Context: an optimization exercise on an open-source flow, tuned for small area, a short achievable clock period and few clock cycles per item. The choices shown serve that exercise and are no tape-out recipe. Power and IR drop assume default switching activity.

== nickel ==
## conv_engine_top
module conv_engine_top (
    input  logic                            clk,
    input  logic                            rst_n,
    input  logic                            in_valid,
    input  logic [conv_pkg::DATA_WIDTH-1:0] in_data,
    input  logic                            in_is_weight,
    input  logic                            out_credit,
    output logic                            in_credit,
    output logic                            out_valid,
    output logic [conv_pkg::DATA_WIDTH-1:0] out_data
);
    localparam DW    = conv_pkg::DATA_WIDTH;
    localparam AW    = conv_pkg::ACC_WIDTH;
    localparam OC    = conv_pkg::OUT_CHANNELS;
    localparam LEN   = conv_pkg::PIXELS;
    localparam PIX_W = conv_pkg::PIX_W;
    logic                 head_valid;
    logic                 head_is_weight;
    logic [DW-1:0]        head_data;
    logic                 kernel_pop;
    logic                 pixel_pop;
    logic [PIX_W-1:0]     phase;
    logic [OC*DW-1:0]     weights;
    logic [OC*DW-1:0]     biases;
    logic                 drain_free;
    logic [OC-1:0]        acc_done;
    logic [OC*AW-1:0]     acc;
    always_ff @(posedge clk or negedge rst_n) begin
        if (!rst_n) begin
            phase <= '0;
        end else begin
            phase <= (phase == LEN - 1) ? '0 : phase + 1'b1;
        end
    end
    window_buffer u_fifo (
        .clk           (clk),
        .rst_n         (rst_n),
        .in_valid      (in_valid),
        .in_data       (in_data),
  ...
Size: roughly 6400 cells after synthesis, about 2600 flip-flops, roughly 23 I/O pins, roughly 0.084 mm2 of cells after synthesis.
==> module mac_array, before the edit <==
module mac_array (
    input  logic                                                    clk,
    input  logic                                                    rst_n,
    input  logic                                                    head_valid,
    input  logic                                                    head_is_weight,
    input  logic [conv_pkg::DATA_WIDTH-1:0]                         head_data,
    input  logic [conv_pkg::PIX_W-1:0]                              phase,
    input  logic                                                    drain_free,
    input  logic [conv_pkg::OUT_CHANNELS*conv_pkg::DATA_WIDTH-1:0]  weights,
    input  logic [conv_pkg::OUT_CHANNELS*conv_pkg::DATA_WIDTH-1:0]  biases,
    output logic                                                    pixel_pop,
    output logic [conv_pkg::OUT_CHANNELS-1:0]                       acc_done,
    output logic [conv_pkg::OUT_CHANNELS*conv_pkg::ACC_WIDTH-1:0]   acc
);
    localparam DW    = conv_pkg::DATA_WIDTH;
    localparam AW    = conv_pkg::ACC_WIDTH;
    localparam OC    = conv_pkg::OUT_CHANNELS;
    localparam LEN   = conv_pkg::PIXELS;
    localparam PIX_W = conv_pkg::PIX_W;
    localparam GROUP  = 3;
    localparam GROUPS = OC / GROUP;
    logic [PIX_W-1:0] next_pixel;
    logic             last_pixel;
    logic [DW-1:0]    pixel_q [0:GROUPS-1];
    logic [GROUPS-1:0] valid_q;
    logic [GROUPS:0]   first_q;
    logic [GROUPS+1:0] last_q;
    assign last_pixel = (next_pixel == LEN - 1);
    assign pixel_pop  = head_valid && !head_is_weight && (phase == next_pixel) &&
                        (!last_pixel || drain_free);
    always_ff @(posedge clk or negedge rst_n) begin
        if (!rst_n) begin
            next_pixel <= '0;
            last_q     <= '0;
        end else begin
            if (pixel_pop) begin
                next_pixel <= last_pixel ? '0 : next_pixel + 1'b1;
            end
            last_q <= {last_q[GROUPS:0], pixel_pop && last_pixel};
        end
    end
    always_ff @(posedge clk) begin
        valid_q    <= {valid_q[GROUPS-2:0], pixel_pop};
        first_q    <= {first_q[GROUPS-1:0], pixel_pop && (next_pixel == '0)};
        pixel_q[0] <= pixel_pop ? head_data : '0;
        for (int l = 1; l < GROUPS; l = l + 1) begin
            pixel_q[l] <= pixel_q[l-1];
        end
    end
    for (genvar l = 0; l < OC; l = l + 1) begin : g_done
        assign acc_done[l] = last_q[l / GROUP + 2];
    end
    localparam logic [AW-1:0] WINDOW_K = AW'(-LEN * ((1 << 15) - (1 << 7)));
    localparam PW = 2 * DW;
    genvar g;
    generate
        for (g = 0; g < OC; g = g + 1) begin : g_lane
            logic [DW-1:0] w;
            logic [DW-1:0] p;
            logic [DW-1:0] b;
            logic [PW-1:0] r [0:DW-1];
            logic [PW-1:0] prod_s;
            logic [PW-1:0] prod_c;
            logic [AW-1:0] base;
            assign w = weights[g*DW +: DW];
            assign p = pixel_q[g / GROUP];
            assign b = biases[g*DW +: DW];
            for (genvar i = 0; i < DW; i = i + 1) begin : g_row
                assign r[i] = PW'({valid_q[g / GROUP] & ~(p[i] & w[DW-1]), {(DW-1){p[i]}} & w[DW-2:0]}) << i;
            end
            logic [PW-1:0] a0, b0, a1, b1, c0, d0, c1, d1, e0, f0, s4, c4;
            assign a0 = r[0] ^ r[1] ^ r[2];
            assign b0 = ((r[0] & r[1]) | (r[0] & r[2]) | (r[1] & r[2])) << 1;
            assign a1 = r[3] ^ r[4] ^ r[5];
            assign b1 = ((r[3] & r[4]) | (r[3] & r[5]) | (r[4] & r[5])) << 1;
            assign c0 = a0 ^ b0 ^ a1;
            assign d0 = ((a0 & b0) | (a0 & a1) | (b0 & a1)) << 1;
            assign c1 = b1 ^ r[6] ^ r[7];
            assign d1 = ((b1 & r[6]) | (b1 & r[7]) | (r[6] & r[7])) << 1;
            assign e0 = c0 ^ d0 ^ c1;
            assign f0 = ((c0 & d0) | (c0 & c1) | (d0 & c1)) << 1;
            assign s4 = e0 ^ f0 ^ d1;
            assign c4 = ((e0 & f0) | (e0 & d1) | (f0 & d1)) << 1;
            always_ff @(posedge clk) begin
                prod_s <= s4;
                prod_c <= c4;
            end
            assign base = first_q[g / GROUP + 1] ? AW'({{(AW-DW){b[DW-1]}}, b}) + WINDOW_K : acc[g*AW +: AW];
            logic [AW-1:0] ts, tc;
            assign ts = base ^ AW'(prod_s) ^ AW'(prod_c);
            assign tc = ((base & AW'(prod_s)) | (base & AW'(prod_c)) | (AW'(prod_s) & AW'(prod_c))) << 1;
            always_ff @(posedge clk) begin
                acc[g*AW +: AW] <= ts + tc;
            end
        end
    endgenerate
endmodule
clock: 13.0 ns
lec_check: 0
cap_margin: 20
core_margin: 2
core_utilization: 40
cts_cluster_diameter: 80
cts_cluster_size: 35
setup_slack_margin: 0.5
slew_margin: 20
run.sh (not shown) runs the stock make flow with config.mk's settings and CLKGATE_MAP_FILE= SYNTH_SCRIPT=/design/flow/synth_recipe.tcl, a recipe that flattens the netlist after the stock synthesis.
[inputs] sierra vs nickel
-- flow/design.v --
<<< nickel, line 177
    logic [DW-1:0]    pixel_q [0:GROUPS-1];
    logic [GROUPS-1:0] valid_q;
    logic [GROUPS:0]   first_q;
    logic [GROUPS+1:0] last_q;
    assign last_pixel = (next_pixel == LEN - 1);
    assign pixel_pop  = head_valid && !head_is_weight && (phase == next_pixel) &&
                        (!last_pixel || drain_free);
    always_ff @(posedge clk or negedge rst_n) begin
        if (!rst_n) begin
>>> sierra, line 177
    logic [DW-1:0]    pixel_q [0:GROUPS-1];
    logic [GROUPS-1:0] valid_q;
    logic [GROUPS:0]   open_q;
    logic [GROUPS:0]   last_q;
    logic [PIX_W-1:0]  next_pixel_d;
    assign last_pixel = (next_pixel == LEN - 1);
    assign pixel_pop  = head_valid && !head_is_weight && (phase == next_pixel) &&
                        (!last_pixel || drain_free);
    assign next_pixel_d = !pixel_pop ? next_pixel : last_pixel ? '0 : next_pixel + 1'b1;
    always_ff @(posedge clk or negedge rst_n) begin
        if (!rst_n) begin
<<< nickel, line 187
            last_q     <= '0;
        end else begin
            if (pixel_pop) begin
                next_pixel <= last_pixel ? '0 : next_pixel + 1'b1;
            end
            last_q <= {last_q[GROUPS:0], pixel_pop && last_pixel};
        end
    end
    always_ff @(posedge clk) begin
        valid_q    <= {valid_q[GROUPS-2:0], pixel_pop};
        first_q    <= {first_q[GROUPS-1:0], pixel_pop && (next_pixel == '0)};
        pixel_q[0] <= pixel_pop ? head_data : '0;
        for (int l = 1; l < GROUPS; l = l + 1) begin
>>> sierra, line 189
            last_q     <= '0;
        end else begin
            next_pixel <= next_pixel_d;
            last_q     <= {last_q[GROUPS-1:0], pixel_pop && last_pixel};
        end
    end
    always_ff @(posedge clk) begin
        valid_q    <= {valid_q[GROUPS-2:0], pixel_pop};
        open_q     <= {open_q[GROUPS-1:0], next_pixel_d != '0};
        pixel_q[0] <= pixel_pop ? head_data : '0;
        for (int l = 1; l < GROUPS; l = l + 1) begin
<<< nickel, line 202
    end
    for (genvar l = 0; l < OC; l = l + 1) begin : g_done
        assign acc_done[l] = last_q[l / GROUP + 2];
    end
    localparam logic [AW-1:0] WINDOW_K = AW'(-LEN * ((1 << 15) - (1 << 7)));
>>> sierra, line 202
    end
    for (genvar l = 0; l < OC; l = l + 1) begin : g_done
        assign acc_done[l] = last_q[l / GROUP + 1];
    end
    localparam logic [AW-1:0] WINDOW_K = AW'(-LEN * ((1 << 15) - (1 << 7)));
<<< nickel, line 239
                prod_c <= c4;
            end
            assign base = first_q[g / GROUP + 1] ? AW'({{(AW-DW){b[DW-1]}}, b}) + WINDOW_K : acc[g*AW +: AW];
            logic [AW-1:0] ts, tc;
            assign ts = base ^ AW'(prod_s) ^ AW'(prod_c);
            assign tc = ((base & AW'(prod_s)) | (base & AW'(prod_c)) | (AW'(prod_s) & AW'(prod_c))) << 1;
            always_ff @(posedge clk) begin
                acc[g*AW +: AW] <= ts + tc;
            end
        end
>>> sierra, line 239
                prod_c <= c4;
            end
            logic [AW-1:0] sum_q;
            logic [AW-1:0] ts, tc;
            assign ts = sum_q ^ AW'(prod_s) ^ AW'(prod_c);
            assign tc = ((sum_q & AW'(prod_s)) | (sum_q & AW'(prod_c)) | (AW'(prod_s) & AW'(prod_c))) << 1;
            assign acc[g*AW +: AW] = ts + tc;
            always_ff @(posedge clk) begin
                sum_q <= open_q[g / GROUP + 1] ? acc[g*AW +: AW] :
                         AW'({{(AW-DW){b[DW-1]}}, b}) + WINDOW_K;
            end
        end
--- outcome ---
Higher routed wire length goes to sierra over nickel.
Maximum number of pins on one net before global-route repair was higher in nickel than in sierra.
In terms of sequential cell count, nickel and sierra differ only marginally.
Sequential fraction of the synthesis area ended up 0.45 points lower on sierra than on nickel.
Against nickel, wire length of the first global-routing pass in sierra rose by a few percent.
Between sierra and nickel, the highest clock frequency the design can meet is higher for sierra.
[sierra] number of search-and-repair iterations in the first detailed-routing pass fell 3 relative to nickel
Diff nickel -> sierra: leakage power total rose by about 0.5%, non-clock buffer count fell by 6.3%, total power fell by 6.5%.
No functional check of the RTL was part of any run of this note.

[port drivers added, routing unchanged]
Ports are ideal in the flow. The routed layouts listed here were re-timed in OpenROAD.
Step 1 (the two cells are an assumption about what drives the block):
set clk [get_ports {clk}]
set_driving_cell -lib_cell sky130_fd_sc_hd__clkbuf_16 $clk
set_driving_cell -lib_cell sky130_fd_sc_hd__buf_2 [delete_from_list [all_inputs] $clk]
Step 2 times the ports against the registers' clock, not the clock port: input delays grow and output delays shrink by t, the midpoint of the rising clock arrivals with the driver on.
Three values: ideal ports, drivers, drivers and shift; two values: the first two.
run	shift t [ns]	setup WS [ns]	slew at the worst register clock pin (ns)	worst data-port slew with drivers (ns)
nickel	0.859	7.781 / 7.781 / 7.781	0.12 / 0.12	0.04
sierra	0.863	8.697 / 8.611 / 8.689	0.12 / 0.12	0.04
After both steps setup and hold are still met in every run listed. The setup slack of sierra, which loses most, moves by -0.086 ns with the drivers and by -0.008 ns with both steps.
